Optimization exercise on an open flow, not production practice.
RTL: at most simulated, not proved equivalent.
Function not checked: runs 3 and 4.
Power: default activity.

## flow/run.sh

```bash
#!/bin/bash
# Layout flow: the standard flow (standard.sh, unchanged synthesis and
# steps), with the port buffers inserted as sky130_fd_sc_hd__buf_2 cells
# instead of the default buffer cell that buffer_ports picks.
# Logs in the run folder: standard.log (everything standard.sh runs prints;
# ORFS keeps each tool's own log under orfs/logs/).
set -o pipefail
cp standard.sh standard_sh_copy.txt
export BUFFER_PORTS_ARGS="-buffer_cell sky130_fd_sc_hd__buf_2"
bash standard.sh > standard.log 2>&1
```

## standard.sh

```bash
#!/bin/bash
# synth_recipe.tcl (not shown) runs the flow's synth.tcl, then flattens the netlist and writes it again
# the make line also repeats each setting of config.mk as NAME=value (left out here)
make -C /OpenROAD-flow-scripts/flow DESIGN_CONFIG=/design/flow/config.mk WORK_HOME=/design/flow/orfs CLKGATE_MAP_FILE= SYNTH_SCRIPT=/design/flow/synth_recipe.tcl "${@:-finish}"
```

## config.mk

```make
export PLATFORM = sky130hd
export DESIGN_NAME = servo_pulse_pwm_two_channel
export DESIGN_NICKNAME = servo_pulse_pwm_two_channel
export VERILOG_FILES = /design/flow/design.v
export SDC_FILE = /design/flow/constraint.sdc
export NUM_CORES = 4
export LEC_CHECK = 0
export CAP_MARGIN = 20
export CORE_MARGIN = 2
export CORE_UTILIZATION = 40
export SETUP_SLACK_MARGIN = 4.0
export SLEW_MARGIN = 20
```

## constraint.sdc

```tcl
create_clock -name core_clock -period 7.0 [get_ports {clk}]
set_input_delay 1.4000 -clock core_clock [delete_from_list [all_inputs] [get_ports {clk}]]
set_output_delay 1.4000 -clock core_clock [all_outputs]
set_load 0.01 [all_outputs]
```

## design.v

```verilog
package spp_pkg;
  localparam int US_W  = 12;
  localparam int VAL_W = 16;
  localparam int CNT_W = 16;
  localparam int IDX_W = 3;
  typedef enum logic [1:0] {
    CMD_TICK = 2'd0,
    CMD_AUTO = 2'd1,
    CMD_US   = 2'd2
  } cmd_t;
  typedef enum logic [1:0] {
    CH_A    = 2'd0,
    CH_B    = 2'd1,
    CH_BOTH = 2'd2
  } chan_t;
  localparam logic [IDX_W-1:0] REG_MIN_A = 3'd0;
  localparam logic [IDX_W-1:0] REG_MAX_A = 3'd1;
  localparam logic [IDX_W-1:0] REG_MIN_B = 3'd2;
  localparam logic [IDX_W-1:0] REG_MAX_B = 3'd3;
  localparam logic [IDX_W-1:0] REG_EN_A  = 3'd4;
  localparam logic [IDX_W-1:0] REG_EN_B  = 3'd5;
  localparam logic [US_W-1:0] MIN_RESET = 12'd544;
  localparam logic [US_W-1:0] MAX_RESET = 12'd2400;
  typedef struct packed {
    logic s2;
    logic s3;
  } stage_en_t;
  typedef struct packed {
    logic       load;
    logic [1:0] cmd;
    logic [1:0] channel;
  } upd_ctl_t;
endpackage
module servo_pulse_pwm_two_channel #(
  parameter int TICKS_PER_US = 16,
  parameter int MAX_ANGLE    = 180
) (
  input  logic         clk,
  input  logic         rst,
  input  logic         cfg_valid,
  output logic         cfg_ready,
  input  logic [2:0]   cfg_index,
  input  logic [11:0]  cfg_data,
  input  logic         item_valid,
  output logic         item_ready,
  input  logic [1:0]   item_cmd,
  input  logic [1:0]   item_channel,
  input  logic [15:0]  item_value,
  output logic         result_valid,
  input  logic         result_ready,
  output logic         result_pwm_a,
  output logic         result_pwm_b,
  output logic [15:0]  result_count
);
  logic [11:0] min_a, max_a, min_b, max_b;
  logic        enable_a, enable_b;
  logic [15:0] counter;
  logic [11:0] act_a, act_b;      
  logic        le_a, le_b;        
  logic        wrapped;           
  logic [12:0] pend_a, pend_b;    
  logic        need_a, need_b;    
  logic        busy, cur;
  logic        bel, abv, angf, gtf, negf;
  logic [4:0]  step;
  logic [19:0] x;
  logic        t1, t2, t3;
  logic        hu;                
  logic        e1, e2;
  logic        irdy, rv;
  assign cfg_ready = 1'b1;
  logic [11:0] d_min, d_max;
  logic        d_en;
  logic        we_min_a, we_max_a, we_min_b, we_max_b, we_en_a, we_en_b;
  assign d_min    = rst ? spp_pkg::MIN_RESET : cfg_data;
  assign d_max    = rst ? spp_pkg::MAX_RESET : cfg_data;
  assign d_en     = !rst && cfg_data[0];
  assign we_min_a = rst || (cfg_valid && cfg_index == spp_pkg::REG_MIN_A);
  assign we_max_a = rst || (cfg_valid && cfg_index == spp_pkg::REG_MAX_A);
  assign we_min_b = rst || (cfg_valid && cfg_index == spp_pkg::REG_MIN_B);
  assign we_max_b = rst || (cfg_valid && cfg_index == spp_pkg::REG_MAX_B);
  assign we_en_a  = rst || (cfg_valid && cfg_index == spp_pkg::REG_EN_A);
  assign we_en_b  = rst || (cfg_valid && cfg_index == spp_pkg::REG_EN_B);
  always_ff @(posedge clk) begin
    if (we_min_a) min_a    <= d_min;
    if (we_max_a) max_a    <= d_max;
    if (we_min_b) min_b    <= d_min;
    if (we_max_b) max_b    <= d_max;
    if (we_en_a)  enable_a <= d_en;
    if (we_en_b)  enable_b <= d_en;
  end
  logic acc, take, is_tick, is_wr, wr_a, wr_b;
  logic [12:0] raw;
  assign acc     = item_valid && irdy;
  assign take    = rv && result_ready;
  assign is_tick = item_cmd == 2'd0;
  assign is_wr   = item_cmd == 2'd1 || item_cmd == 2'd2;
  assign wr_a    = acc && is_wr && (item_channel == 2'd0 || item_channel == 2'd2);
  assign wr_b    = acc && is_wr && (item_channel != 2'd0);
  assign raw     = {item_cmd == 2'd1, item_value[11:0] | {12{|item_value[15:12]}}};
  logic [11:0] lo, hi, v;
  logic        pauto;
  logic [11:0] q;
  logic [12:0] sum;
  logic [7:0]  acc_in;
  logic [7:0]  ang;                
  logic        mbit;
  logic [8:0]  macc;
  logic [6:0]  dt, dsub;
  logic        dge;
  logic        s_cmp, s_first, s_mul, s_add, s_fin;
  logic [11:0] conv_w;
  logic        sfull, sel_lo, sel_hi, sel_x;
  assign lo    = cur ? min_b  : min_a;
  assign hi    = cur ? max_b  : max_a;
  assign v     = cur ? pend_b[11:0] : pend_a[11:0];
  assign pauto = cur ? pend_b[12]   : pend_a[12];
  assign q     = x[13:2];
  assign s_mul   = step >= 5'd1 && step <= 5'd12;
  always_comb begin
    sum      = {1'b0, lo} + {1'b0, q};
    acc_in   = s_first ? (negf ? ang : 8'd0) : x[19:12];
    mbit     = x[0] ^ !negf;
    macc     = {1'b0, acc_in} + (mbit ? {1'b0, ang} : 9'd0);
    dt       = {x[19:14], x[13]};
    dge      = dt >= 7'd45;
    dsub     = dt - 7'd45;
    sfull = angf && gtf;
    if (s_fin) begin
      sel_lo = negf && !x[12];
      sel_hi = negf && x[12];
      sel_x  = !negf;
    end else begin
      sel_lo = sfull ? negf : bel;
      sel_hi = sfull ? !negf : (!bel && abv);
      sel_x  = 1'b0;
    end
    if (sel_lo)      conv_w = lo;
    else if (sel_hi) conv_w = hi;
    else if (sel_x)  conv_w = x[11:0];
    else             conv_w = v;
  end
  logic        busy_n, cur_n, need_a_n, need_b_n;
  logic [12:0] pend_a_n, pend_b_n;
  logic        conv_wr;
  always_comb begin
    busy_n   = busy;
    cur_n    = cur;
    need_a_n = need_a;
    need_b_n = need_b;
    conv_wr  = 1'b0;
    if (!busy) begin
      if (need_a || need_b) begin
        busy_n = 1'b1;
        cur_n  = !need_a;
        if (need_a) need_a_n = 1'b0; else need_b_n = 1'b0;
      end
    end else if (s_fin || (s_first && !(angf && !gtf))) begin
      busy_n  = 1'b0;
      conv_wr = 1'b1;
    end
    pend_a_n = (conv_wr && !cur) ? {1'b0, conv_w} : pend_a;
    pend_b_n = (conv_wr &&  cur) ? {1'b0, conv_w} : pend_b;
    if (busy && (cur ? wr_b : wr_a)) busy_n = 1'b0;
    if (wr_a) begin
      pend_a_n = raw;
      need_a_n = 1'b1;
    end
    if (wr_b) begin
      pend_b_n = raw;
      need_b_n = 1'b1;
    end
  end
  always_ff @(posedge clk) begin
    if (rst) begin
      busy   <= 1'b0;
      need_a <= 1'b0;
      need_b <= 1'b0;
      pend_a <= '0;
      pend_b <= '0;
    end else begin
      busy   <= busy_n;
      need_a <= need_a_n;
      need_b <= need_b_n;
      pend_a <= pend_a_n;
      pend_b <= pend_b_n;
    end
  end
  always_ff @(posedge clk) begin
    cur  <= cur_n;
    step <= busy ? step + 5'd1 : 5'd0;
    s_cmp   <= !rst && !busy && busy_n;
    s_first <= !rst && s_cmp && busy_n;
    s_add   <= !rst && busy && step == 5'd24 && busy_n;
    s_fin   <= !rst && s_add && busy_n;
    if (s_cmp) begin
      bel  <= v < lo;
      abv  <= v > hi;
      angf <= pauto && (v < lo);
      gtf  <= v > 12'(MAX_ANGLE);
      negf <= sum[12];
      ang  <= v[7:0];
      x[11:0] <= sum[11:0];
    end else if (!busy) begin
      x[13:2] <= ~(need_a ? max_a : max_b);
    end else if (s_mul) begin
      x <= {macc, x[11:1]};
    end else if (s_add) begin
      x[12:0] <= {q == 12'd0, sum[11:0]};
    end else begin
      x <= {dge ? dsub[5:0] : dt[5:0], x[12:2], dge, x[1:0]};
    end
  end
  logic        t1_n, t2_n, t3_n, hu_n, e1_n, e2_n;
  logic        ap_raw, ap, wrap, nearwrap, busy_any, busy_any_n;
  assign busy_any   = busy | need_a | need_b;
  assign busy_any_n = busy_n | need_a_n | need_b_n;
  assign wrap       = counter == 16'hFFFF;
  assign nearwrap   = counter[15:3] == 13'h1FFF;
  always_comb begin
    if (take) begin
      t1_n = acc | t2;
      t2_n = acc ? t2 : t3;
      t3_n = 1'b0;
    end else begin
      t1_n = acc | t1;
      t2_n = acc ? t1 : t2;
      t3_n = acc ? t2 : t3;
    end
    if (take) ap_raw = t2 ? e1 : (acc & is_tick);
    else      ap_raw = t1 ? hu : (acc & is_tick);
    ap   = ap_raw & !((wrap & busy_any) | wrapped);
    hu_n = ap_raw & ((wrap & busy_any) | wrapped);
    if (take) e1_n = t3 ? e2 : is_tick;
    else      e1_n = (t1 & !t2) ? is_tick : e1;
    e2_n = (!take & t2 & !t3) ? is_tick : e2;
  end
  always_ff @(posedge clk) begin
    if (rst) begin
      t1      <= 1'b0;
      t2      <= 1'b0;
      t3      <= 1'b0;
      hu      <= 1'b0;
      e1      <= 1'b0;
      e2      <= 1'b0;
      irdy    <= 1'b1;
      rv      <= 1'b0;
      counter <= '0;
      act_a   <= '0;
      act_b   <= '0;
      le_a    <= 1'b1;
      le_b    <= 1'b1;
      wrapped <= 1'b0;
    end else begin
      t1   <= t1_n;
      t2   <= t2_n;
      t3   <= t3_n;
      hu   <= hu_n;
      e1   <= e1_n;
      e2   <= e2_n;
      irdy <= !t3_n && !(nearwrap && (hu_n || (t2_n && e1_n)));
      rv   <= t1_n && !hu_n && (t2_n || !busy_any_n);
      wrapped <= ap && wrap;
      if (wrapped) begin
        act_a <= pend_a[11:0];
        act_b <= pend_b[11:0];
      end
      if (ap) begin
        counter <= counter + 16'd1;
        if (wrap) begin
          le_a  <= 1'b1;
          le_b  <= 1'b1;
        end else begin
          if (counter == {act_a, 4'b0000}) le_a <= 1'b0;
          if (counter == {act_b, 4'b0000}) le_b <= 1'b0;
        end
      end
    end
  end
  assign item_ready   = irdy;
  assign result_valid = rv;
  assign result_count = counter;
  assign result_pwm_a = enable_a && le_a;
  assign result_pwm_b = enable_b && le_b;
endmodule
```

==> out/results.tsv, run 1 <==
stage	metric	value	unit
grt	grt_overflow	0	
die	row_count	57	
placed_design	gp_congestion	0.940	
pwr	p_per_area	241	mW/mm²
drt	wl_per_cell	18.1	µm
sta	grt_setup_unrepaired	true	
synthesis	netlist_instances	1020	
min_path	min_path_type	flip-flop to flip-flop	
grt	grt_max_degree	54	
clock_network	cts_tree	done	
synthesis	postSynth.asyncResetShare	0	
placed_design	dpl.hpwl	18.7	mm
critical_path	crit_path_top_delay_cell	edfxtp_1	
cells_and_area	final_cells	1391	
cells_and_area	post-route-cell-area	0.0111	mm²
synthesis	synth_edf_count	74	
pwr	power_leakage	4.47	nW
synthesis	synth_seq_cells	173	
synthesis	ys_seq_area_frac	0.426	
synthesis	synthesis.area	0.00986	mm²
die	die_h	161	µm
sta	period_share	0.403	
sta	fmax	354	MHz
drt	drtAntennaViolNets	0	
cells_and_area	area_growth	12.3	%
cells_and_area	final_layout_size_suffix_gt1_frac	0.149	
synthesis	yosysTopAreaCell	edfxtp_1	
drt	drc	0	
clock_network	clk_path_buf_depth	2	
run	drv_cap	0	
sta	fin_skew	11.0	ps
drt	first_pass_iters	6	
die	die_width	161	µm
critical_path	crit_path_start_kind	flip-flop	
die	boundaryPins	61	
die	core	0.0242	mm²
clock_network	root_buffer	clkbuf_16	
pwr	ir_worst_vdd	0.000140	V
critical_path	critPathArrivalTime	3100	ps
critical_path	path_buf_inv	1	
clock_network	cts_max_level	4	
critical_path	cp-end-kind	flip-flop	
drt	vias	7764	
synthesis	synth_top_area_share	0.225	
cells_and_area	nNetsFinal	1148	
critical_path	worstPathRequired	7280	ps
clock_network	cts_num_sinks	173	
sta	min_period	2820	ps
critical_path	slowest_delay	410	ps
cells_and_area	n_antenna_cell	0	
drt	drt_iter0_drc	476	
sta	setup_viol	0	
grt	grt_pass1_wl	39.4	mm
clock_network	clkTransAtPathRegs	70	ps
synthesis	syn_area_per_cell	9.67	µm²
sta	hold_slack	478	ps
sta	slew_headroom	0.346	
drt	totalWireLength	25.2	mm
clock_network	cts-buffers-inserted	17	
die	start_util	0.407	
die	die_area	0.0259	mm²
critical_path	cp_cell_sequence	buf_12, nand2_1, o21ai_0, ha_1, fa_2, a211oi_1, nor2_1, o21a_1, o41a_1, xnor2_1, o22ai_1	
sta	slew_violations	0	
placed_design	dpl-instance-area	0.0103	mm²
cells_and_area	layout_common_cells	nor2_1 (111), dfxtp_1 (99), edfxtp_1 (74)	
synthesis	ys_warn_count	1	
sta	worstMarginPinSlew	978	ps
drt	vias_per_cell	5.58	
grt	grt_use_total	0.193	
grt	grt_pass1_vias	7084	
critical_path	crit_fanout	20	
sta	hold_viol_final	0	
synthesis	yosysUniqueCellTypes	60	
grt	antenna_found_initial	0	
synthesis	synth_nets	1114	
cells_and_area	layout_commonest_cell	nor2_1	
critical_path	path_class	flip-flop to flip-flop	
critical_path	critPathTopFamily	compound AO/OA/AOI/OAI gates	
clock_network	cts_hold_buf	0	
placed_design	dp_cells	1354	
sta	tns	0	ps
synthesis	synthTopCellsByArea	edfxtp_1 (23%), dfxtp_1 (20%), ha_1 (6.6%)	
placed_design	io_buffers	59	
clock_network	clock_latency	430	ps
synthesis	ys.flop_type	dfxtp_1	
status	status	no timing/DRC/antenna violations	
sequential cells by signal, summed over array words and instances, names as in the netlist, 5 cells and up:
signal   flops
act_b       12
counter     16
min_b       12
pend_b      13
ang          8
min_a       12
step         5
max_b       12
act_a       12
x           20
max_a       12
pend_a      13
cell usage after synthesis (3+ instances only):
master,instances
a211o_1,13
nand2_1,38
buf_4,4
nand2b_1,5
inv_1,41
or2_2,7
o21a_1,3
nor2_1,111
o22ai_1,8
o21ai_0,46
a21o_1,12
a21oi_1,72
edfxtp_1,74
buf_2,9
xor2_1,43
a31oi_1,4
ha_1,52
clkbuf_1,37
a221oi_1,15
mux2_2,36
a31o_2,3
nor3b_1,6
a211oi_1,27
buf_6,5
xnor2_1,14
o311ai_0,6
nor4_1,13
nand4_1,14
nor3_1,27
o21bai_1,3
mux2i_1,53
nand3_1,18
and2_1,20
and3_1,10
o211ai_1,5
and4_1,5
nor2b_1,17
dfxtp_1,99
or3_1,17
final timing paths:
path | cells past startpoint | startpoint | end | slack, ps
hold reg to reg | 2 | pend_b[12] | pend_b[12] | 480
setup reg to reg | 11 | cur | x[8] | 4180
setup / recovery | 11 | cur | x[8] | 4180
hold / removal | 2 | pend_b[12] | pend_b[12] | 480
kinds of logic after synthesis:
kind of cell | share of synthesized area
other cells | 0.000380
fa+ha+maj | 0.0701
xor+xnor | 0.0506
flops | 0.426
compound gates | 0.156
buf+inv | 0.0438
mux | 0.0949
simple gates | 0.158
per-stage QoR:
stage,setup WS [ps],power [mW],utilization
final,4180,2.67,0.456
after global routing,3990,2.79,0.456
after CTS,3990,2.67,0.452
after detailed placement,3330,1.71,0.427
after global placement,3380,1.71,0.427
after floorplan,4220,1.57,-
worst min-delay path: stages (launching register included):
cell,delay (ps)
dfxtp_1,320
nand3_1,60
a21oi_1,60
metal layers:
| metal | up-vias | share of wire | global-route usage |
|---|---|---|---|
| met5 | - | 0 | 0 |
| met2 | 202 | 0.45 | 0.299 |
| met3 | 21 | 0.046 | 0.0285 |
| met1 | 3747 | 0.49 | 0.282 |
| li1 | 3794 | - | - |
| met4 | 0 | 0.014 | 0.0503 |
layout make-up:
| cell class | count | area (µm²) |
|---|---|---|
| Inverter | 41 | 154 |
| Timing Repair Buffer | 72 | 448 |
| Tap cell | 324 | 405 |
| Clock buffer | 22 | 488 |
| Multi-Input combinational cell | 749 | 5270 |
| Clock inverter | 10 | 100 |
| Fill cell | 2381 | 13200 |
| Sequential cell | 173 | 4200 |
power by group:
group	total [mW]	internal (mW)	switching, mW
combinational	0.529	0.222	0.307
sequential	1.19	1.13	0.0582
clock	0.955	0.540	0.415
total	2.67	1.89	0.780
repair_timing:
item                       CTS  global route
setup endpoints to repair   13            15
buffers inserted             0             4
pin swaps                    0             1
gates resized for setup      5            11
Testbench counts, summed over its fixed seeds: cycles 1,049,224, items 1,048,576.
==> inputs of run 2 (changes only) <==
--- a/config.mk
+++ b/config.mk
@@ -8,5 +8,5 @@
 export CAP_MARGIN = 20
 export CORE_MARGIN = 2
 export CORE_UTILIZATION = 40
-export SETUP_SLACK_MARGIN = 4.0
+export SETUP_SLACK_MARGIN = 4.4
 export SLEW_MARGIN = 20
==> run 2 against run 1 <==
Compared with the run above:
- setup slack better by 150 ps
- critical path type unchanged
- final cell count increased by 1.3%
- sequential power hardly changed
- largest cell class unchanged
- highest routed layer unchanged
- worst hold slack got worse by 4.4 ps
- sequential share of layout area down 1.5 points
- flip-flop and latch count is the same
- largest power group unchanged
==> out/results.tsv, run 2 <==
stage	metric	value	unit
sta	fmax	374	MHz
pwr	p_per_area	238	mW/mm²
placed_design	place_ws	3720	ps
sta	slew_headroom	0.302	
critical_path	path_class	flip-flop to flip-flop	
placed_design	io_buffers	59	
drt	vias_per_cell	5.61	
cells_and_area	final_layout_size_suffix_gt1_frac	0.201	
cells_and_area	fillerInstances	2365	
placed_design	gp_congestion	0.925	
critical_path	crit_path_top_delay_cell	edfxtp_1	
cells_and_area	nNetsFinal	1166	
die	die_width	161	µm
status	status	no timing/DRC/antenna violations	
synthesis	yosysUniqueCellTypes	60	
synthesis	synth_xor_area_frac	0.0506	
critical_path	worstRegToRegCells	9	
placed_design	dp_cells	1353	
sta	period_share	0.382	
critical_path	cp_cell_sequence	buf_12, mux2_4, fa_2, a211oi_2, nor2_1, o21a_1, o41a_1, xnor2_1, o22ai_1	
cells_and_area	n_antenna_cell	0	
synthesis	synthesis.area	0.00986	mm²
sta	grt_setup_unrepaired	true	
synthesis	synth_common_cells	nor2_1 (111), dfxtp_1 (99), edfxtp_1 (74)	
synthesis	synthMostInstantiatedCell	nor2_1	
run	drv_cap	0	
clock_network	cts_num_sinks	173	
synthesis	ys_seq_area_frac	0.426	
critical_path	path_depth	9	
synthesis	postSynth.asyncResetShare	0	
placed_design	dpl-instance-area	0.0104	mm²
clock_network	cts_tree	done	
sta	fin_skew	11.0	ps
cells_and_area	final_cells	1409	
clock_network	root_buffer	clkbuf_16	
critical_path	cp-end-kind	flip-flop	
drt	wl_per_cell	18.7	µm
pwr	power	2.74	mW
grt	grt_pass1_vias	7480	
synthesis	netlist_instances	1020	
drt	drtAntennaViolNets	0	
drt	drt_iter0_drc	707	
cells_and_area	multi_input_area	0.00554	mm²
die	boundaryPins	61	
sta	tns	0	ps
drt	totalWireLength	26.3	mm
grt	grt_pass1_wl	41.1	mm
clock_network	clkTransAtPathRegs	70	ps
cells_and_area	regMostFlops	x	
min_path	hold_depth	2	
grt	grt_use_total	0.201	
synthesis	synth_nets	1114	
die	die_area	0.0259	mm²
synthesis	synthAdderAreaFrac	0.0701	
synthesis	synth-simple-area-share	0.158	
critical_path	crit_fanout	7	
synthesis	synth_seq_cells	173	
die	row_count	57	
grt	grt_overflow	0	
pwr	power_leakage	4.63	nW
cells_and_area	area_growth	16.8	%
cells_and_area	layout_common_cells	nor2_1 (109), dfxtp_1 (98), edfxtp_1 (74)	
synthesis	synth_compound_area_frac	0.156	
synthesis	syn_area_per_cell	9.67	µm²
drt	drc	0	
clock_network	clk_path_buf_depth	2	
sta	setup_viol	0	
grt	grt_max_degree	64	
cells_and_area	regArea	0.00421	mm²
critical_path	worstPathRequired	7280	ps
cells_and_area	largest_reg_flops	20	
synthesis	synthTopCellsByArea	edfxtp_1 (23%), dfxtp_1 (20%), ha_1 (6.6%)	
sta	worstMarginPinSlew	1050	ps
placed_design	dpl.hpwl	18.8	mm
sta	min_period	2680	ps
sta	setup_slack	4320	ps
synthesis	synth_top_area_share	0.225	
synthesis	ys.flop_type	dfxtp_1	
die	die_h	161	µm
min_path	min_path_type	flip-flop to flip-flop	
clock_network	cts_max_level	4	
synthesis	synth_top_family_by_area	simple AND/OR/NAND/NOR gates	
critical_path	slowest_delay	500	ps
critical_path	critPathTopFamily	compound AO/OA/AOI/OAI gates	
clock_network	clock_latency	430	ps
synthesis	ys_warn_count	1	
die	core	0.0242	mm²
critical_path	critPathArrivalTime	2960	ps
synthesis	synth_mux_area_frac	0.0949	
clock_network	cts-buffers-inserted	17	
cells_and_area	post-route-cell-area	0.0115	mm²
cells_and_area	layout_commonest_cell	nor2_1	
cells_and_area	reg_top3	x x20, counter x16	
drt	vias	7901	
critical_path	crit_path_start_kind	flip-flop	
critical_path	path_buf_inv	1	
sta	slew_violations	0	
drt	first_pass_iters	5	
synthesis	synth_edf_count	74	
die	start_util	0.407	
sta	hold_viol_final	0	
clock_network	cts_hold_buf	0	
synthesis	yosysTopAreaCell	edfxtp_1	
pwr	ir_worst_vdd	0.000143	V
grt	antenna_found_initial	0	
run 2: metrics by stage:
| step | hold WS [ps] | util |
|---|---|---|
| final | 474 | 0.475 |
| after floorplan | 435 | - |
| after global placement | 447 | 0.429 |
| after CTS | 474 | 0.465 |
| after detailed placement | 457 | 0.429 |
| after global routing | 488 | 0.475 |
run 2: final timing paths:
check / slack (ps) / start / endpoint
min: 470 / le_b / le_b
max reg2reg: 4320 / cur / x[8]
min reg2reg: 470 / le_b / le_b
max: 4320 / cur / x[8]
run 2: per-layer routing:
metal | vias up | global-route usage | part of all wire
li1 | 3836 | - | -
met1 | 3812 | 0.290 | 0.48
met2 | 221 | 0.318 | 0.45
met3 | 32 | 0.0282 | 0.053
met4 | 0 | 0.0548 | 0.018
met5 | - | 0 | 0
run 2: cell families after synthesis:
| family | count (synthesis) |
|---|---|
| multiplexers | 89 |
| XOR/XNOR | 57 |
| flip-flops | 173 |
| buffers and inverters | 98 |
| other | 1 |
| AND/OR/NAND/NOR | 313 |
| adder cells (fa/ha/maj) | 54 |
| AO/OA/AOI/OAI | 235 |
run 2: report_power, final:
group	internal [mW]	switching (mW)	total, mW
Sequential	1.13	0.0624	1.19
Combinational	0.258	0.329	0.587
Clock	0.538	0.422	0.960
Total	1.93	0.813	2.74
run 2: layout make-up:
cell class	count	area share
Clock buffer	22	0.0450
Tap cell	324	0.0352
Clock inverter	10	0.00750
Timing Repair Buffer	89	0.0522
Sequential cell	173	0.365
Inverter	41	0.0136
Multi-Input combinational cell	750	0.481
run 2: what timing repair did:
| item | in CTS | in global routing |
|---|---|---|
| buffers inserted | 13 | 7 |
| gates cloned | 2 | 1 |
| pin swaps | 13 | 20 |
| gates resized for setup | 31 | 41 |
| setup endpoints to repair | 45 | 37 |
run 2: worst register-to-register path: stages, from the launching register on:
cell	delay, ps
edfxtp_1	500
buf_12	190
mux2_4	330
fa_2	390
a211oi_2	210
nor2_1	100
o21a_1	240
o41a_1	340
xnor2_1	140
o22ai_1	90
==> inputs of run 3 (changes only) <==
--- a/design.v
+++ b/design.v
@@ -104,6 +104,7 @@
   logic [12:0] sum;
   logic [7:0]  acc_in;
   logic [7:0]  ang;                
+  logic [11:0] lo_c;               
   logic        mbit;
   logic [8:0]  macc;
   logic [6:0]  dt, dsub;
@@ -111,7 +112,7 @@
   logic        s_cmp, s_first, s_mul, s_add, s_fin;
   logic [11:0] conv_w;
   logic        sfull, sel_lo, sel_hi, sel_x;
-  assign lo    = cur ? min_b  : min_a;
+  assign lo    = lo_c;
   assign hi    = cur ? max_b  : max_a;
   assign v     = cur ? pend_b[11:0] : pend_a[11:0];
   assign pauto = cur ? pend_b[12]   : pend_a[12];
@@ -203,6 +204,7 @@
       x[11:0] <= sum[11:0];
     end else if (!busy) begin
       x[13:2] <= ~(need_a ? max_a : max_b);
+      lo_c    <= need_a ? min_a : min_b;
     end else if (s_mul) begin
       x <= {macc, x[11:1]};
     end else if (s_add) begin
==> run 3 against run 2 <==
Compared with the run above:
- via count rose by 1.9%
- register-to-register slack better by 110 ps
- sequential share of layout area is 1.8 points higher
- still clean
- global-route usage is 0.65 points lower
- sequential power up 13%
- largest cell class unchanged
- highest routed layer unchanged
- final cell count grew 2.8%
==> out/results.tsv, run 3 <==
stage	metric	value	unit
synthesis	synth_seq_cells	185	
synthesis	synth_compound_area_frac	0.136	
die	die_h	166	µm
cells_and_area	layout_common_cells	dfxtp_1 (96), edfxtp_1 (86), nor2_1 (76)	
clock_network	clkTransAtPathRegs	80	ps
grt	antenna_found_initial	0	
die	boundaryPins	61	
grt	grt_overflow	0	
synthesis	synth_xor_area_frac	0.0519	
die	row_count	59	
drt	drt_iter0_drc	649	
critical_path	path_class	primary input to flip-flop	
die	core	0.0258	mm²
placed_design	dpl.hpwl	19.7	mm
sta	fin_skew	10.9	ps
cells_and_area	final_layout_size_suffix_gt1_frac	0.192	
synthesis	ys_seq_area_frac	0.436	
synthesis	synthMostInstantiatedCell	dfxtp_1	
grt	grt_max_degree	97	
cells_and_area	reg_top3	x x20, counter x16	
drt	first_pass_iters	6	
sta	slew_violations	0	
pwr	power_leakage	4.78	nW
drt	vias	8050	
placed_design	gp_congestion	0.845	
critical_path	crit_path_start_kind	primary input	
synthesis	ys.flop_type	dfxtp_1	
cells_and_area	largest_reg_flops	20	
die	start_util	0.405	
sta	hold_viol_final	0	
grt	grt_use_total	0.195	
grt	gr-usage-met3	0.0346	
grt	grt_pass1_vias	7763	
sta	fmax	389	MHz
synthesis	ys_warn_count	1	
sta	hold_slack	474	ps
cells_and_area	regMostFlops	x	
placed_design	dpl-instance-area	0.0111	mm²
clock_network	cts_max_level	4	
synthesis	synth_top_family_by_area	simple AND/OR/NAND/NOR gates	
status	status	no timing/DRC/antenna violations	
clock_network	root_buffer	clkbuf_16	
cells_and_area	area_growth	13.9	%
sta	setup_slack	4430	ps
sta	setup_viol	0	
clock_network	cts_tree	done	
cells_and_area	layout_commonest_cell	dfxtp_1	
run	drv_cap	0	
sta	min_period	2570	ps
grt	grtUsageMet1	0.275	
critical_path	crit_fanout	14	
clock_network	clk_path_buf_depth	2	
synthesis	yosysTopAreaCell	edfxtp_1	
min_path	min_path_type	flip-flop to flip-flop	
clock_network	clock_latency	440	ps
synthesis	synthAdderAreaFrac	0.0660	
cells_and_area	utilization	0.461	
drt	vias_per_cell	5.56	
drt	drc	0	
grt	grtUsageMet2	0.302	
critical_path	worstPathRequired	7370	ps
sta	period_share	0.367	
critical_path	critPathArrivalTime	2940	ps
cells_and_area	n_antenna_cell	0	
synthesis	synth_top_area_share	0.247	
critical_path	cp-end-kind	flip-flop	
synthesis	syn_area_per_cell	9.91	µm²
grt	grt_busiest_layer	met2	
synthesis	netlist_instances	1056	
pwr	p_per_area	262	mW/mm²
placed_design	io_buffers	59	
synthesis	yosysUniqueCellTypes	66	
clock_network	cts_hold_buf	0	
drt	totalWireLength	27.0	mm
drt	drtAntennaViolNets	0	
sta	worstMarginPinSlew	1090	ps
grt	grt_pass1_wl	42.8	mm
pwr	ir_worst_vdd	0.000128	V
drt	wl_per_cell	18.6	µm
cells_and_area	regArea	0.00457	mm²
synthesis	synth-simple-area-share	0.163	
sta	tns	0	ps
die	die_area	0.0275	mm²
die	die_width	166	µm
cells_and_area	fillerInstances	2469	
synthesis	synth_mux_area_frac	0.103	
synthesis	synth_nets	1150	
synthesis	postSynth.asyncResetShare	0	
placed_design	place_ws	3420	ps
synthesis	synth_common_cells	dfxtp_1 (99), edfxtp_1 (86), nor2_1 (77)	
clock_network	cts_num_sinks	185	
cells_and_area	nNetsFinal	1194	
cells_and_area	post-route-cell-area	0.0119	mm²
synthesis	synth_edf_count	86	
synthesis	synthTopCellsByArea	edfxtp_1 (25%), dfxtp_1 (19%), ha_1 (6.2%)	
synthesis	synthesis.area	0.0105	mm²
clock_network	cts-buffers-inserted	17	
cells_and_area	multi_input_area	0.00563	mm²
sta	slew_headroom	0.272	
sta	grt_setup_unrepaired	true	
-- run 3: changes by cell type after synthesis, sizes merged, moves of 7 or more --
cell	delta
nand3	+9
nand2	+14
a211oi	+24
nor3	+37
or3	-15
nor2	-34
nand4	+7
buf	+8
a221oi	-13
a211o	-12
mux2i	+10
edfxtp	+12
o21ai	-7
-- run 3: metrics by stage --
stage	power, mW	std cells
global placement	2.07	1399
detailed placement	2.08	1399
finish	3.13	1448
CTS	3.12	1441
floorplan	1.88	1056
global route	3.28	1448
-- run 3: area by class of cell --
cell class | count | share of cell area
sequential | 185 | 0.383
clock buffer | 17 | 0.0357
clock inverter | 15 | 0.0168
timing repair buffer | 86 | 0.0434
tap | 335 | 0.0352
multi-input combinational | 773 | 0.472
inverter | 37 | 0.0137
-- run 3: kinds of logic (layout without fill, tap and decap cells) --
family	Yosys count	after routing
other	1	1
multiplexers	103	103
buffers and inverters	98	155
AND/OR/NAND/NOR	332	332
XOR/XNOR	62	62
flip-flops	185	185
adder cells (fa/ha/maj)	54	54
AO/OA/AOI/OAI	221	221
-- run 3: worst paths after layout --
path | slack [ps] | end | cells past startpoint | from
worst max-delay path | 4430 | rv | 10 | item_cmd[1]
worst min-delay path | 470 | pend_b[12] | 2 | pend_b[12]
worst max register to register | 4430 | abv | 9 | cur
worst min register to register | 470 | pend_b[12] | 2 | pend_b[12]
-- run 3: metal layers --
| layer | part of all wire | vias up |
|---|---|---|
| met5 | 0 | - |
| met2 | 0.45 | 179 |
| li1 | - | 3968 |
| met3 | 0.040 | 47 |
| met1 | 0.48 | 3856 |
| met4 | 0.029 | 0 |
-- run 3: worst max-delay path: stages --
cell       delay [ps]
buf_2             160
inv_12             40
ha_4              280
o2111ai_2         120
buf_6             180
inv_6             120
a21oi_1            90
o21ai_2           230
o211ai_1          160
a21oi_1           160
-- run 3: repair_timing --
item                                    in CTS  in global routing
resized for setup                           21                 14
pin swaps                                    6                 10
endpoints found under the setup margin      86                 95
hold endpoints to repair                     0                  0
buffers inserted                            10                  7
-- run 3: where the power goes --
part,switching (mW),internal (mW)
sequential,0.102,1.24
combinational,0.438,0.328
clock,0.494,0.522
total,1.03,2.09
==> inputs of run 4 (changes only) <==
--- a/config.mk
+++ b/config.mk
@@ -8,5 +8,5 @@
 export CAP_MARGIN = 20
 export CORE_MARGIN = 2
 export CORE_UTILIZATION = 40
-export SETUP_SLACK_MARGIN = 4.4
+export SETUP_SLACK_MARGIN = 4.0
 export SLEW_MARGIN = 20
==> run 4 against run 3 <==
Compared with the run above:
- still clean on timing, DRC and antenna
- cell area decreased by 2.7%
- clock power about the same
- first-iteration DRC count shrank 10%
- register-to-register slack lost 200 ps
- power shrank 1.9%
- sequential power about the same
- critical path type unchanged
- critical endpoint is now min_b[11]
- largest power group unchanged
- highest routed layer unchanged
==> out/results.tsv, run 4 <==
stage	metric	value	unit
status	status	no timing/DRC/antenna violations	
placed_design	dpl-instance-area	0.0109	mm²
grt	grt_pass1_wl	43.2	mm
synthesis	synthesis.area	0.0105	mm²
clock_network	cts_tree	done	
die	start_util	0.405	
grt	grt_pass1_vias	7769	
drt	totalWireLength	27.0	mm
grt	grt_max_degree	97	
grt	grtUsageMet1	0.276	
sta	slew_violations	0	
cells_and_area	layout_commonest_cell	dfxtp_1	
pwr	ir_worst_vdd	0.000135	V
drt	wl_per_cell	18.9	µm
grt	grtUsageMet2	0.311	
drt	drc	0	
synthesis	ys_seq_area_frac	0.436	
clock_network	cts-buffers-inserted	17	
clock_network	cts_hold_buf	0	
grt	grt_overflow	0	
synthesis	synth_nets	1150	
sta	fmax	351	MHz
drt	vias	8124	
pwr	p_per_area	264	mW/mm²
synthesis	synthMostInstantiatedCell	dfxtp_1	
min_path	min_path_type	flip-flop to flip-flop	
cells_and_area	final_cells	1433	
pwr	power	3.07	mW
sta	setup_viol	0	
die	die_width	166	µm
sta	tns	0	ps
grt	antenna_found_initial	0	
critical_path	cp-end-kind	flip-flop	
drt	first_pass_iters	5	
critical_path	worstPathRequired	7070	ps
cells_and_area	area_growth	10.9	%
synthesis	synth_edf_count	86	
grt	grt_busiest_layer	met2	
run	drv_cap	0	
synthesis	ys_warn_count	1	
sta	worstMarginPinSlew	1010	ps
synthesis	yosysTopAreaCell	edfxtp_1	
cells_and_area	fillerInstances	2487	
grt	grt_use_total	0.196	
cells_and_area	regMostFlops	x	
cells_and_area	nNetsFinal	1179	
synthesis	netlist_instances	1056	
placed_design	io_buffers	59	
die	row_count	59	
sta	period_share	0.407	
die	core	0.0258	mm²
die	die_area	0.0275	mm²
sta	fin_skew	13.9	ps
synthesis	syn_area_per_cell	9.91	µm²
cells_and_area	reg_top3	x x20, counter x16	
critical_path	crit_path_start_kind	primary input	
pwr	power_leakage	4.67	nW
clock_network	root_buffer	clkbuf_16	
cells_and_area	largest_reg_flops	20	
cells_and_area	post-route-cell-area	0.0116	mm²
placed_design	dp_cells	1397	
sta	hold_viol_final	0	
die	boundaryPins	61	
die	die_h	166	µm
clock_network	cts_max_level	4	
synthesis	synth_common_cells	dfxtp_1 (99), edfxtp_1 (86), nor2_1 (77)	
sta	min_period	2850	ps
synthesis	yosysUniqueCellTypes	66	
clock_network	clock_latency	430	ps
cells_and_area	n_antenna_cell	0	
synthesis	synthTopCellsByArea	edfxtp_1 (25%), dfxtp_1 (19%), ha_1 (6.2%)	
grt	gr-usage-met3	0.0324	
drt	drt_iter0_drc	582	
synthesis	synth_seq_cells	185	
synthesis	synth_top_area_share	0.247	
cells_and_area	final_layout_size_suffix_gt1_frac	0.152	
sta	slew_headroom	0.325	
placed_design	dpl.hpwl	19.8	mm
critical_path	path_class	primary input to flip-flop	
synthesis	ys.flop_type	dfxtp_1	
critical_path	critPathArrivalTime	2920	ps
cells_and_area	layout_common_cells	dfxtp_1 (98), edfxtp_1 (86), nor2_1 (77)	
critical_path	crit_fanout	96	
synthesis	postSynth.asyncResetShare	0	
clock_network	cts_num_sinks	185	
clock_network	clkTransAtPathRegs	70	ps
clock_network	clk_path_buf_depth	2	
sta	grt_setup_unrepaired	true	
drt	vias_per_cell	5.67	
drt	drtAntennaViolNets	0	
placed_design	gp_congestion	0.880	
## run 4: layout make-up
cell class,count,area (µm²),share of cell area
clock inverter,15,178,0.0153
clock buffer,17,425,0.0367
multi-input combinational,773,5490,0.473
inverter,37,141,0.0122
tap,335,419,0.0361
sequential,185,4570,0.393
timing repair buffer,71,389,0.0335
## run 4: metal layers
layer,up-vias,wire length (µm),share of wire
li1,3943,-,-
met1,3964,12800,0.47
met2,184,12500,0.46
met3,33,1220,0.045
met4,0,565,0.021
met5,-,0,0
## run 4: report_power, final
part	total, mW	switching (mW)	internal (mW)
Sequential	1.34	0.102	1.24
Clock	0.996	0.482	0.514
Combinational	0.728	0.427	0.300
Total	3.07	1.01	2.06
## run 4: path summary, 6_finish.rpt
kind,from,endpoint,slack [ps],cells past startpoint
max reg2reg,negf,x[19],4230,10
max,rst,min_b[11],4150,4
min reg2reg,pend_a[12],pend_a[12],470,2
min,pend_a[12],pend_a[12],470,2
## run 4: worst max-delay path, stage by stage
cell	delay, ps
buf_2	80
buf_6	540
inv_1	340
nand2_1	520
## run 4: logic make-up (layout without fill, tap and decap cells)
kind of cell | after synthesis | after routing | share of synthesized area
AND/OR/NAND/NOR | 332 | 332 | 0.163
AO/OA/AOI/OAI | 221 | 221 | 0.136
flip-flops | 185 | 185 | 0.436
multiplexers | 103 | 103 | 0.103
buffers and inverters | 98 | 140 | 0.0428
XOR/XNOR | 62 | 62 | 0.0519
adder cells (fa/ha/maj) | 54 | 54 | 0.0660
other | 1 | 1 | 0.000358
## run 4: repair_timing
action | in CTS | in global routing
setup buffers | 4 | 0
gates resized for setup | 6 | 6
setup endpoints to repair | 68 | 5
## run 4: through the flow
| stage | util | setup WS (ps) | hold slack [ps] |
|---|---|---|---|
| finish | 0.449 | 4150 | 472 |
| global route | 0.449 | 3990 | 506 |
| CTS | 0.448 | 4050 | 467 |
| detailed placement | 0.423 | 2830 | 458 |
| global placement | 0.423 | 2980 | 456 |
| floorplan | - | 4150 | 439 |
==> inputs of run 5 (changes only) <==
--- a/design.v
+++ b/design.v
@@ -104,7 +104,6 @@
   logic [12:0] sum;
   logic [7:0]  acc_in;
   logic [7:0]  ang;                
-  logic [11:0] lo_c;               
   logic        mbit;
   logic [8:0]  macc;
   logic [6:0]  dt, dsub;
@@ -112,7 +111,7 @@
   logic        s_cmp, s_first, s_mul, s_add, s_fin;
   logic [11:0] conv_w;
   logic        sfull, sel_lo, sel_hi, sel_x;
-  assign lo    = lo_c;
+  assign lo    = cur ? min_b  : min_a;
   assign hi    = cur ? max_b  : max_a;
   assign v     = cur ? pend_b[11:0] : pend_a[11:0];
   assign pauto = cur ? pend_b[12]   : pend_a[12];
@@ -204,7 +203,6 @@
       x[11:0] <= sum[11:0];
     end else if (!busy) begin
       x[13:2] <= ~(need_a ? max_a : max_b);
-      lo_c    <= need_a ? min_a : min_b;
     end else if (s_mul) begin
       x <= {macc, x[11:1]};
     end else if (s_add) begin
--- a/config.mk
+++ b/config.mk
@@ -8,5 +8,6 @@
 export CAP_MARGIN = 20
 export CORE_MARGIN = 2
 export CORE_UTILIZATION = 40
-export SETUP_SLACK_MARGIN = 4.0
+export CTS_BUF_LIST = sky130_fd_sc_hd__clkbuf_8
+export SETUP_SLACK_MARGIN = 4.6
 export SLEW_MARGIN = 20
==> run 5 against run 4 <==
Compared with the run above:
- clock skew about the same
- combinational power shrank 6.9%
- critical path depth rose by 6
- fmax rose by 8.6%
- count of clock-buffer cells in the layout is the same
- cell area up 5.5%
- global-route usage increased by 1.5 points
- critical path type is now flip-flop to flip-flop
- largest cell class unchanged
==> out/results.tsv, run 5 <==
stage	metric	value	unit
cells_and_area	n_antenna_cell	0	
sta	setup_slack	4380	ps
grt	antenna_found_initial	1	
grt	grt_pass1_vias	7584	
clock_network	root_buffer	clkbuf_8	
pwr	ir_worst_vdd	0.000123	V
synthesis	synth_nets	1114	
clock_network	cts_num_sinks	173	
critical_path	cp-end-kind	flip-flop	
die	boundaryPins	61	
synthesis	postSynth.asyncResetShare	0	
synthesis	ys_warn_count	1	
min_path	min_path_type	flip-flop to flip-flop	
synthesis	synth_common_cells	nor2_1 (111), dfxtp_1 (99), edfxtp_1 (74)	
placed_design	dp_cells	1353	
critical_path	crit_path_top_delay_cell	edfxtp_1	
critical_path	cp_cell_sequence	buf_6, buf_12, mux2_4, fa_2, a211oi_2, nor2_1, o21a_2, o41a_1, xnor2_1, o22ai_1	
sta	min_period	2620	ps
grt	grt_pass1_wl	42.7	mm
critical_path	crit_fanout	10	
placed_design	gp_congestion	0.908	
sta	slew_violations	0	
sta	setup_viol	0	
cells_and_area	multi_input_area	0.00598	mm²
clock_network	cts_max_level	4	
die	die_h	161	µm
die	die_area	0.0259	mm²
clock_network	cts_tree	done	
cells_and_area	final_layout_size_suffix_gt1_frac	0.300	
placed_design	dpl.hpwl	18.7	mm
sta	fin_skew	14.4	ps
pwr	power_leakage	4.86	nW
sta	fmax	381	MHz
sta	grt_setup_unrepaired	true	
synthesis	yosysTopAreaCell	edfxtp_1	
sta	hold_viol_final	0	
clock_network	clkTransAtPathRegs	100	ps
synthesis	netlist_instances	1020	
cells_and_area	regMostFlops	x	
cells_and_area	layout_common_cells	nor2_1 (107), dfxtp_1 (79), edfxtp_1 (74)	
synthesis	ys.flop_type	dfxtp_1	
drt	vias	8170	
placed_design	place_ws	3750	ps
cells_and_area	reg_top3	x x20, counter x16	
synthesis	synthesis.area	0.00986	mm²
critical_path	path_class	flip-flop to flip-flop	
run	drv_cap	0	
clock_network	clock_latency	470	ps
cells_and_area	nNetsFinal	1214	
synthesis	ys_seq_area_frac	0.426	
grt	grt_overflow	0	
die	die_width	161	µm
drt	first_pass_iters	5	
critical_path	slowest_delay	430	ps
cells_and_area	largest_reg_flops	20	
cells_and_area	regArea	0.00426	mm²
grt	grt_max_degree	61	
critical_path	worstPathRequired	7350	ps
clock_network	cts_hold_buf	0	
cells_and_area	area_growth	24.2	%
drt	totalWireLength	27.8	mm
pwr	p_per_area	211	mW/mm²
cells_and_area	layout_commonest_cell	nor2_1	
cells_and_area	fillerInstances	2259	
synthesis	synthMostInstantiatedCell	nor2_1	
drt	vias_per_cell	5.61	
synthesis	yosysUniqueCellTypes	60	
drt	wl_per_cell	19.1	µm
die	core	0.0242	mm²
clock_network	cts-buffers-inserted	17	
cells_and_area	final_cells	1457	
critical_path	critPathArrivalTime	2970	ps
synthesis	synth_seq_cells	173	
drt	drc	0	
synthesis	syn_area_per_cell	9.67	µm²
grt	grt_use_total	0.211	
synthesis	synth_edf_count	74	
synthesis	synth_top_area_share	0.225	
die	start_util	0.407	
status	status	no timing/DRC/antenna violations	
synthesis	synthTopCellsByArea	edfxtp_1 (23%), dfxtp_1 (20%), ha_1 (6.6%)	
sta	slew_headroom	0.515	
drt	drt_iter0_drc	671	
placed_design	io_buffers	59	
sta	period_share	0.375	
drt	drtAntennaViolNets	0	
sta	worstMarginPinSlew	726	ps
clock_network	clk_path_buf_depth	2	
critical_path	crit_path_start_kind	flip-flop	
sta	tns	0	ps
die	row_count	57	
run 5: cell types whose count changed in the layout (fill, tap and decap cells not counted), sizes merged, moves of 10 or more:
cell / change
buf: +62
nor3: -37
nor2: +36
a211oi: -23
or3: +15
nand2: -14
a221oi: +13
a211o: +12
edfxtp: -12
mux2i: -10
run 5: area by class of cell:
cell class              instances  area share
flip-flops and latches        173       0.348
well taps                     324      0.0331
clock buffers                  17      0.0191
clock inverters                15      0.0131
repair buffers                133      0.0837
multi-input cells             754       0.489
inverters                      41      0.0138
run 5: power breakdown:
part | internal, mW | total, mW | switching, mW
clock | 0.323 | 0.724 | 0.401
sequential | 1.12 | 1.19 | 0.0613
combinational | 0.308 | 0.678 | 0.369
run 5: logic make-up (layout without fill, tap and decap cells):
logic type               Yosys count  count (layout)  share of synthesized area
AND/OR/NAND/NOR                  313             317                      0.158
AO/OA/AOI/OAI                    235             236                      0.156
flip-flops                       173             173                      0.426
buffers and inverters             98             206                     0.0438
multiplexers                      89              89                     0.0949
XOR/XNOR                          57              57                     0.0506
adder cells (fa/ha/maj)           54              54                     0.0701
other                              1               1                   0.000380
run 5: final timing paths:
kind              startpoint    endpoint  slack [ps]  cells past startpoint
setup / recovery         cur        x[8]        4380                     10
hold / removal    pend_b[12]  pend_b[12]         480                      2
setup reg to reg         cur        x[8]        4380                     10
hold reg to reg   pend_b[12]  pend_b[12]         480                      2
run 5: layer usage:
metal / GRT usage / wire (µm)
met5: 0 / 0
met4: 0.0519 / 461
met3: 0.0313 / 1440
met2: 0.329 / 12800
met1: 0.310 / 13200
run 5: worst max-delay path, delay by kind of cell, from the launching register on:
kind | cells | cell delay (ps)
buffers and inverters | 2 | 280
DFF | 1 | 430
AOI/OAI and AO/OA | 4 | 860
xor gates and xnor gates | 1 | 140
adders and majority gates | 1 | 380
muxes | 1 | 320
and+or+nand+nor | 1 | 80
run 5: metrics by stage:
step | power [mW] | util | hold slack, ps | area, µm²
3_3_place_gp | 1.73 | 0.436 | 462 | 10600
5_1_grt | 2.72 | 0.505 | 495 | 12200
4_1_cts | 2.52 | 0.483 | 476 | 11700
2_1_floorplan | 1.60 | - | 435 | 10200
6_report | 2.59 | 0.505 | 476 | 12200
3_5_place_dp | 1.74 | 0.436 | 462 | 10600
run 5: what timing repair did:
item	CTS	global route
gates cloned	5	2
endpoints found under the setup margin	177	77
pin swaps	33	39
buffers inserted	43	22
resized for setup	90	78
endpoints found under the hold margin	0	0
Testbench counts of run 5, summed over its fixed seeds: cycles 1,049,224, items 1,048,576.
==> inputs of run 6 (changes only) <==
--- a/config.mk
+++ b/config.mk
@@ -11,3 +11,4 @@
 export CTS_BUF_LIST = sky130_fd_sc_hd__clkbuf_8
 export SETUP_SLACK_MARGIN = 4.6
 export SLEW_MARGIN = 20
+export TNS_END_PERCENT = 5
==> run 6 against run 5 <==
Compared with the run above:
- cell area fell by 6.3%
- final cell count fell by 2.8%
- clock power rose by 5.0%
- global-route usage fell by 0.62 points
- sequential power barely moved
- synthesized area did not move
- register-to-register slack got worse by 30 ps
- setup slack got worse by 31 ps
- flip-flop and latch count did not move
- largest cell class unchanged
==> out/results.tsv, run 6 <==
stage	metric	value	unit
synthesis	netlist_instances	1020	
placed_design	dpl.hpwl	18.4	mm
clock_network	clk_path_buf_depth	2	
drt	wl_per_cell	18.8	µm
synthesis	yosysUniqueCellTypes	60	
cells_and_area	regMostFlops	x	
grt	grt_use_total	0.205	
synthesis	synthTopCellsByArea	edfxtp_1 (23%), dfxtp_1 (20%), ha_1 (6.6%)	
critical_path	cp-end-kind	flip-flop	
sta	hold_slack	472	ps
drt	totalWireLength	26.6	mm
synthesis	yosysTopAreaCell	edfxtp_1	
critical_path	critPathTopFamily	compound AO/OA/AOI/OAI gates	
synthesis	synth_nets	1114	
pwr	power_leakage	4.60	nW
critical_path	crit_fanout	11	
critical_path	crit_path_top_delay_cell	edfxtp_1	
pwr	p_per_area	223	mW/mm²
die	die_area	0.0259	mm²
drt	vias_per_cell	5.56	
drt	drtAntennaViolNets	0	
synthesis	synthesis.area	0.00986	mm²
critical_path	path_depth	10	
die	row_count	57	
synthesis	synth_edf_count	74	
sta	slew_violations	0	
drt	first_pass_iters	5	
placed_design	io_buffers	59	
synthesis	synth_top_area_share	0.225	
cells_and_area	area_growth	16.3	%
synthesis	synth_seq_cells	173	
synthesis	ys_warn_count	1	
sta	tns	0	ps
grt	grt_pass1_wl	41.3	mm
clock_network	root_buffer	clkbuf_8	
critical_path	r2r_setup_slack	4350	ps
min_path	min_path_type	flip-flop to flip-flop	
synthesis	synth_common_cells	nor2_1 (111), dfxtp_1 (99), edfxtp_1 (74)	
critical_path	critPathArrivalTime	2880	ps
cells_and_area	final_layout_size_suffix_gt1_frac	0.207	
sta	hold_viol_final	0	
critical_path	path_buf_inv	3	
clock_network	cts_num_sinks	173	
pwr	ir_worst_vdd	0.000113	V
sta	min_period	2650	ps
synthesis	postSynth.asyncResetShare	0	
critical_path	path_class	flip-flop to flip-flop	
synthesis	synthMostInstantiatedCell	nor2_1	
cells_and_area	reg_top3	x x20, counter x16	
critical_path	rr_endpoint	angf	
critical_path	r2r-start	cur	
synthesis	ys_seq_area_frac	0.426	
status	status	no timing/DRC/antenna violations	
die	boundaryPins	61	
sta	period_share	0.379	
grt	grt_max_degree	53	
critical_path	crit_start	cur	
cells_and_area	largest_reg_flops	20	
clock_network	clock_latency	470	ps
sta	slew_headroom	0.542	
sta	worstMarginPinSlew	684	ps
drt	drt_iter0_drc	489	
clock_network	clkTransAtPathRegs	100	ps
critical_path	worstPathRequired	7230	ps
die	core	0.0242	mm²
cells_and_area	nNetsFinal	1173	
drt	drc	0	
run	drv_cap	0	
critical_path	cp_cell_sequence	buf_4, buf_6, buf_16, mux2_4, ha_1, o311a_1, o21ai_0, a211o_1, a21oi_2, nor4_1	
synthesis	ys.flop_type	dfxtp_1	
grt	grt_overflow	0	
critical_path	crit_path_start_kind	flip-flop	
die	die_h	161	µm
sta	grt_setup_unrepaired	true	
cells_and_area	layout_commonest_cell	nor2_1	
cells_and_area	layout_common_cells	nor2_1 (109), dfxtp_1 (97), edfxtp_1 (74)	
die	die_width	161	µm
die	start_util	0.407	
critical_path	endpoint	angf	
sta	setup_viol	0	
clock_network	cts_tree	done	
critical_path	worstRegToRegCells	10	
synthesis	syn_area_per_cell	9.67	µm²
sta	fin_skew	13.7	ps
placed_design	gp_congestion	0.921	
clock_network	cts-buffers-inserted	17	
cells_and_area	n_antenna_cell	0	
drt	vias	7875	
critical_path	slowest_delay	440	ps
clock_network	cts_max_level	4	
grt	grt_pass1_vias	7390	
sta	fmax	377	MHz
grt	antenna_found_initial	0	
-- run 6: changes by cell type in the layout (fill, tap and decap cells not counted), moves of 9 or more --
cell,delta
buf_4,-35
nor3_2,-15
nor3_1,+15
dfxtp_4,-14
o21ai_0,+9
buf_6,-15
dfxtp_1,+18
buf_2,+11
-- run 6: repair_timing --
action / in CTS / in global routing
pin swaps: 18 / 5
setup endpoints to repair: 101 / 88
hold buffers: 0 / 0
gates cloned: 3 / 1
setup buffers: 24 / 3
resized for setup: 53 / 17
endpoints found under the hold margin: 0 / 0
-- run 6: how the worst min path moves through the flow --
stage / start / endpoint / slack (ps) / cells past startpoint
detailed placement: le_b / le_b / 460 / 2
global placement: le_b / le_b / 450 / 2
floorplan: le_a / le_a / 430 / 2
finish: le_b / le_b / 470 / 2
CTS: le_b / le_b / 470 / 2
global route: pend_b[12] / pend_b[12] / 500 / 2
-- run 6: cell type report --
type | instances | area (µm²)
fillers | 2327 | 12800
multi-input cells | 750 | 5560
flip-flops and latches | 173 | 4210
repair buffers | 96 | 698
well taps | 324 | 405
clock buffers | 19 | 262
inverters | 41 | 169
clock inverters | 13 | 165
-- run 6: worst reg2reg max path: cells and delay by family (launching register included) --
family,cells,cell delay [ps]
AO/OA/AOI/OAI,4,800
buffers and inverters,3,450
adder cells (fa/ha/maj),1,290
flip-flops,1,440
multiplexers,1,350
AND/OR/NAND/NOR,1,80
-- run 6: cell families after synthesis --
group,count (synthesis),synth area share
muxes,89,0.0949
other,1,0.000380
DFF,173,0.426
AOI/OAI and AO/OA,235,0.156
adders and majority gates,54,0.0701
buffers and inverters,98,0.0438
and+or+nand+nor,313,0.158
xor gates and xnor gates,57,0.0506
-- run 6: per-layer routing --
layer | share of wire | routed length [µm] | vias to the layer above | track usage
li1 | - | - | 3847 | -
met1 | 0.48 | 12800 | 3741 | 0.298
met2 | 0.44 | 11700 | 244 | 0.314
met3 | 0.056 | 1480 | 43 | 0.0324
met4 | 0.021 | 565 | 0 | 0.0633
met5 | 0 | 0 | - | 0
-- run 6: stage by stage --
step                      utilization  worst slack, ps  instances  cell area (µm²)  power (mW)
after floorplan                     -             4350       1020             9980        1.58
after global placement          0.430             3660       1352            10400        1.72
after detailed placement        0.430             3640       1352            10400        1.72
after CTS                       0.467             4390       1411            11300        2.54
after global routing            0.473             4270       1416            11500        2.69
final                           0.473             4350       1416            11500        2.56
-- run 6: power by group --
group	leakage [nW]	switching, mW	internal [mW]
sequential	1.52	0.0564	1.13
clock	0.221	0.385	0.375
combinational	2.86	0.343	0.273
total	4.60	0.784	1.78
==> inputs of run 7 (changes only) <==
--- a/config.mk
+++ b/config.mk
@@ -7,8 +7,7 @@
 export LEC_CHECK = 0
 export CAP_MARGIN = 20
 export CORE_MARGIN = 2
-export CORE_UTILIZATION = 40
+export CORE_UTILIZATION = 55
 export CTS_BUF_LIST = sky130_fd_sc_hd__clkbuf_8
-export SETUP_SLACK_MARGIN = 4.6
+export SETUP_SLACK_MARGIN = 4.4
 export SLEW_MARGIN = 20
-export TNS_END_PERCENT = 5
==> run 7 against run 6 <==
Compared with the run above:
- power is 0.49% lower
- synthesized cell count stayed put
- worst hold slack worse by 5.9 ps
- via count is 1.6% higher
- wire length is 0.48% lower
- fmax is 0.52% higher
- critical path depth is 1 higher
- clock power is 0.5% lower
- critical endpoint is now x[8]
==> out/results.tsv, run 7 <==
stage	metric	value	unit
synthesis	synthesis.area	0.00986	mm²
synthesis	synth_edf_count	74	
grt	grt_max_degree	58	
critical_path	critPathArrivalTime	2970	ps
grt	grt_pass1_vias	7152	
synthesis	ys_seq_area_frac	0.426	
drt	drc	0	
synthesis	yosysUniqueCellTypes	60	
sta	slew_violations	0	
synthesis	syn_area_per_cell	9.67	µm²
clock_network	cts-buffers-inserted	17	
critical_path	critical_path.most_common_cell	buf_12	
grt	grt_use_total	0.278	
clock_network	cts_num_sinks	173	
critical_path	cp-end-kind	flip-flop	
min_path	min_path_type	flip-flop to flip-flop	
die	die_area	0.0190	mm²
status	status	no timing/DRC/antenna violations	
cells_and_area	nNetsFinal	1172	
placed_design	dpl.hpwl	18.1	mm
cells_and_area	reg_top3	x x20, counter x16	
cells_and_area	layout_common_cells	nor2_1 (111), dfxtp_1 (92), edfxtp_1 (74)	
drt	drt_iter0_drc	688	
cells_and_area	n_antenna_cell	0	
sta	setup_viol	0	
critical_path	crit_path_start_kind	flip-flop	
cells_and_area	utilization	0.650	
synthesis	synth_nets	1114	
critical_path	cp_cell_sequence	buf_12, buf_12, buf_4, mux2_4, ha_4, o21ai_0, nor2_1, o21a_1, o41a_1, xnor2_1, o22ai_1	
sta	grt_setup_unrepaired	true	
sta	hold_viol_final	0	
synthesis	synth_common_cells	nor2_1 (111), dfxtp_1 (99), edfxtp_1 (74)	
drt	totalWireLength	26.4	mm
sta	fin_skew	15.6	ps
sta	period_share	0.377	
pwr	ir_worst_vdd	0.000171	V
clock_network	cts_max_level	4	
clock_network	clkTransAtPathRegs	100	ps
cells_and_area	area_growth	14.8	%
die	start_util	0.566	
pwr	p_per_area	225	mW/mm²
cells_and_area	fillerInstances	1466	
die	boundaryPins	61	
sta	tns	0	ps
critical_path	path_class	flip-flop to flip-flop	
die	die_h	138	µm
synthesis	synthMostInstantiatedCell	nor2_1	
die	die_width	138	µm
synthesis	synth_seq_cells	173	
placed_design	io_buffers	59	
critical_path	slowest_delay	460	ps
sta	slew_headroom	0.270	
synthesis	synth_top_area_share	0.225	
synthesis	ys.flop_type	dfxtp_1	
run	drv_cap	0	
clock_network	cts_tree	done	
die	core	0.0174	mm²
drt	first_pass_iters	5	
grt	grt_overflow	0	
critical_path	crit_path_top_delay_cell	edfxtp_1	
cells_and_area	largest_reg_flops	20	
pwr	power_leakage	4.57	nW
min_path	hold_depth	2	
drt	wl_per_cell	20.1	µm
sta	min_period	2640	ps
critical_path	worstPathRequired	7330	ps
synthesis	synthTopCellsByArea	edfxtp_1 (23%), dfxtp_1 (20%), ha_1 (6.6%)	
cells_and_area	final_layout_size_suffix_gt1_frac	0.214	
grt	grt_pass1_wl	39.8	mm
sta	worstMarginPinSlew	1090	ps
drt	drtAntennaViolNets	0	
grt	antenna_found_initial	0	
synthesis	yosysTopAreaCell	edfxtp_1	
synthesis	ys_warn_count	1	
critical_path	crit_fanout	5	
cells_and_area	layout_commonest_cell	nor2_1	
critical_path	worstRegToRegCells	11	
clock_network	clk_path_buf_depth	2	
synthesis	postSynth.asyncResetShare	0	
clock_network	clock_latency	470	ps
clock_network	root_buffer	clkbuf_8	
cells_and_area	regMostFlops	x	
drt	vias	8002	
drt	vias_per_cell	6.08	
placed_design	gp_congestion	0.906	
sta	fmax	379	MHz
die	row_count	48	
synthesis	netlist_instances	1020	
[run 7: cell count changes in the layout (fill, tap and decap cells not counted), moves of 3 or more]
cell	previous run	this run
mux2_4	10	7
nor3_1	27	23
a21oi_2	6	3
nor3_2	0	4
dfxtp_1	97	92
dfxtp_2	2	7
mux2_2	26	29
[run 7: worst paths after layout]
| check | from | end | slack (ps) |
|---|---|---|---|
| max | cur | x[8] | 4360 |
| min | le_a | le_a | 470 |
| max reg2reg | cur | x[8] | 4360 |
| min reg2reg | le_a | le_a | 470 |
[run 7: critical path: cells and delay by family, from the launching register on]
kind                       cells  cell delay (ps)
muxes                          1              340
AOI/OAI and AO/OA              4              760
xor gates and xnor gates       1              160
DFF                            1              460
buffers and inverters          3              450
and+or+nand+nor                1               90
adders and majority gates      1              240
[run 7: what timing repair did]
action                     4_1_cts  5_1_grt
hold buffers                     0        0
pin swaps                        4       19
setup endpoints to repair       29       58
gates resized for setup         24       54
gates cloned                     2        3
setup buffers                   15       10
[run 7: through the flow]
stage	instances	total power, mW	area, µm²	hold slack (ps)	worst slack (ps)
floorplan	1020	1.58	9930	435	4350
global placement	1254	1.72	10300	455	3760
detailed placement	1254	1.72	10300	453	3730
CTS	1303	2.50	11000	473	4340
global route	1316	2.67	11300	507	4240
finish	1316	2.55	11300	466	4360
[run 7: final cells by class]
| cell class | instances | area [µm²] | share of cell area |
|---|---|---|---|
| clock buffers | 17 | 234 | 0.0207 |
| clock inverters | 15 | 185 | 0.0164 |
| inverters | 41 | 156 | 0.0138 |
| multi-input cells | 751 | 5580 | 0.493 |
| flip-flops and latches | 173 | 4210 | 0.372 |
| well taps | 225 | 282 | 0.0249 |
| repair buffers | 94 | 676 | 0.0597 |
[run 7: cell families after synthesis]
group,synth area share
AOI/OAI and AO/OA,0.156
xor gates and xnor gates,0.0506
adders and majority gates,0.0701
buffers and inverters,0.0438
DFF,0.426
muxes,0.0949
other,0.000380
and+or+nand+nor,0.158
[run 7: metal layers]
metal	track usage	share of wire	vias to the layer above
met4	0.0652	0.016	0
met2	0.417	0.44	272
met3	0.0537	0.073	29
met1	0.413	0.47	3853
li1	-	-	3848
met5	0	0	-
[run 7: report_power, final]
part,total (mW),internal (mW),switching [mW],leakage [nW]
registers,1.19,1.13,0.0638,1.52
clock network,0.756,0.360,0.395,0.214
logic,0.600,0.265,0.335,2.84
total,2.55,1.75,0.794,4.57
==> inputs of run 8 (changes only) <==
--- a/config.mk
+++ b/config.mk
@@ -7,7 +7,8 @@
 export LEC_CHECK = 0
 export CAP_MARGIN = 20
 export CORE_MARGIN = 2
-export CORE_UTILIZATION = 55
+export CORE_UTILIZATION = 40
 export CTS_BUF_LIST = sky130_fd_sc_hd__clkbuf_8
 export SETUP_SLACK_MARGIN = 4.4
 export SLEW_MARGIN = 20
+export TNS_END_PERCENT = 0
==> run 8 against run 7 <==
Compared with the run above:
- combinational power shrank 7.3%
- non-clock buffer count shrank 13
- final cell count grew 6.5%
- sequential share of layout area grew 0.72 points
- setup slack lost 60 ps
- clock power shrank 1%
- critical path type unchanged
- critical endpoint is now angf
- largest cell class unchanged
==> out/results.tsv, run 8 <==
stage	metric	value	unit
status	status	no timing/DRC/antenna violations	
critical_path	critPathArrivalTime	2990	ps
min_path	worst_hold_startpoint	le_b	
drt	wl_per_cell	18.6	µm
critical_path	r2r_setup_slack	4300	ps
synthesis	synth_seq_cells	173	
grt	grt_pass1_wl	40.9	mm
sta	hold_viol_final	0	
min_path	min_path_type	flip-flop to flip-flop	
min_path	hold_path_end	le_b	
die	row_count	57	
placed_design	gp_congestion	0.922	
clock_network	root_buffer	clkbuf_8	
grt	grt_use_total	0.201	
clock_network	cts-buffers-inserted	17	
grt	grt_pass1_vias	7371	
critical_path	worstPathRequired	7290	ps
clock_network	cts_num_sinks	173	
critical_path	worstRegToRegCells	10	
critical_path	path_class	flip-flop to flip-flop	
run	drv_cap	0	
synthesis	synth_nets	1114	
cells_and_area	layout_common_cells	nor2_1 (110), dfxtp_1 (98), edfxtp_1 (74)	
placed_design	io_buffers	59	
clock_network	clock_latency	480	ps
grt	grt_overflow	0	
sta	worstMarginPinSlew	1030	ps
synthesis	ys_warn_count	1	
sta	tns	0	ps
clock_network	clk_path_buf_depth	2	
pwr	p_per_area	224	mW/mm²
sta	fmax	370	MHz
drt	drc	0	
synthesis	synthesis.area	0.00986	mm²
cells_and_area	layout_commonest_cell	nor2_1	
drt	vias_per_cell	5.59	
cells_and_area	final_cells	1401	
clock_network	cts_max_level	4	
sta	min_period	2700	ps
die	core	0.0242	mm²
clock_network	cts_tree	done	
cells_and_area	largest_reg_flops	20	
synthesis	synth_top_area_share	0.225	
clock_network	cts_hold_buf	0	
cells_and_area	final_layout_size_suffix_gt1_frac	0.175	
critical_path	rr_endpoint	angf	
sta	fin_skew	19.3	ps
synthesis	yosysTopAreaCell	edfxtp_1	
drt	vias	7836	
drt	first_pass_iters	5	
cells_and_area	nNetsFinal	1158	
pwr	ir_worst_vdd	0.000130	V
min_path	hold_depth	2	
synthesis	synth_edf_count	74	
synthesis	ys.flop_type	dfxtp_1	
sta	grt_setup_unrepaired	true	
synthesis	synth_common_cells	nor2_1 (111), dfxtp_1 (99), edfxtp_1 (74)	
critical_path	cp-end-kind	flip-flop	
critical_path	crit_fanout	11	
synthesis	syn_area_per_cell	9.67	µm²
critical_path	crit_path_start_kind	flip-flop	
cells_and_area	area_growth	12.5	%
cells_and_area	regMostFlops	x	
synthesis	synthTopCellsByArea	edfxtp_1 (23%), dfxtp_1 (20%), ha_1 (6.6%)	
grt	grt_max_degree	69	
cells_and_area	fillerInstances	2339	
critical_path	r2r-start	cur	
grt	antenna_found_initial	0	
placed_design	dpl.hpwl	18.5	mm
sta	slew_violations	0	
synthesis	netlist_instances	1020	
[run 8: final cells by class]
cell class / instances / area (µm²) / area share
multi-input combinational: 750 / 5370 / 0.484
clock buffer: 17 / 234 / 0.0211
inverter: 41 / 156 / 0.0141
timing repair buffer: 81 / 531 / 0.0478
clock inverter: 15 / 190 / 0.0171
tap: 324 / 405 / 0.0366
sequential: 173 / 4210 / 0.379
[run 8: worst max-delay path, stage by stage (launching register included)]
cell       delay [ps]
edfxtp_1          450
buf_4             180
clkbuf_16         180
mux2_2            400
inv_1              70
ha_1              230
a21o_1            180
a21o_1            170
a211oi_1          220
a21oi_1           130
nor4_1            290
[run 8: worst max-delay path by stage]
stage	cells past startpoint	startpoint	endpoint	slack (ps)
after floorplan	6	result_ready	counter[8]	4350
after global placement	7	item_cmd[0]	pend_b[7]	3690
after detailed placement	8	item_cmd[1]	counter[8]	3750
after CTS	9	cur	x[8]	4310
after global routing	11	cur	x[8]	4240
final	10	cur	angf	4300
[run 8: kinds of logic (layout without fill, tap and decap cells)]
logic type	after synthesis	count (layout)	synth area share
adders and majority gates	54	54	0.0701
muxes	89	89	0.0949
AOI/OAI and AO/OA	235	235	0.156
and+or+nand+nor	313	314	0.158
xor gates and xnor gates	57	57	0.0506
DFF	173	173	0.426
buffers and inverters	98	154	0.0438
other	1	1	0.000380
[run 8: repair_timing]
| item | 4_1_cts | 5_1_grt |
|---|---|---|
| endpoints found under the setup margin | 23 | 63 |
| pin swaps | 4 | 1 |
| gates cloned | 1 | 2 |
| setup buffers | 8 | 5 |
| resized for setup | 11 | 13 |
[run 8: report_power, final]
part | switching (mW) | internal, mW
logic | 0.320 | 0.236
clock network | 0.439 | 0.308
registers | 0.0571 | 1.13
[run 8: metrics by stage]
step | power [mW] | util | hold slack (ps) | setup slack (ps) | area (µm²)
floorplan | 1.58 | - | 435 | 4350 | 9930
global placement | 1.72 | 0.429 | 446 | 3690 | 10400
detailed placement | 1.72 | 0.429 | 457 | 3750 | 10400
CTS | 2.48 | 0.452 | 477 | 4310 | 11000
global route | 2.61 | 0.457 | 504 | 4240 | 11100
finish | 2.49 | 0.457 | 477 | 4300 | 11100
[run 8: per-layer routing]
layer  vias to the layer above  part of all wire  track usage
li1                       3818                 -            -
met1                      3773              0.49        0.293
met2                       217              0.45        0.313
met3                        28             0.045       0.0285
met4                         0             0.016       0.0568
met5                         -                 0            0
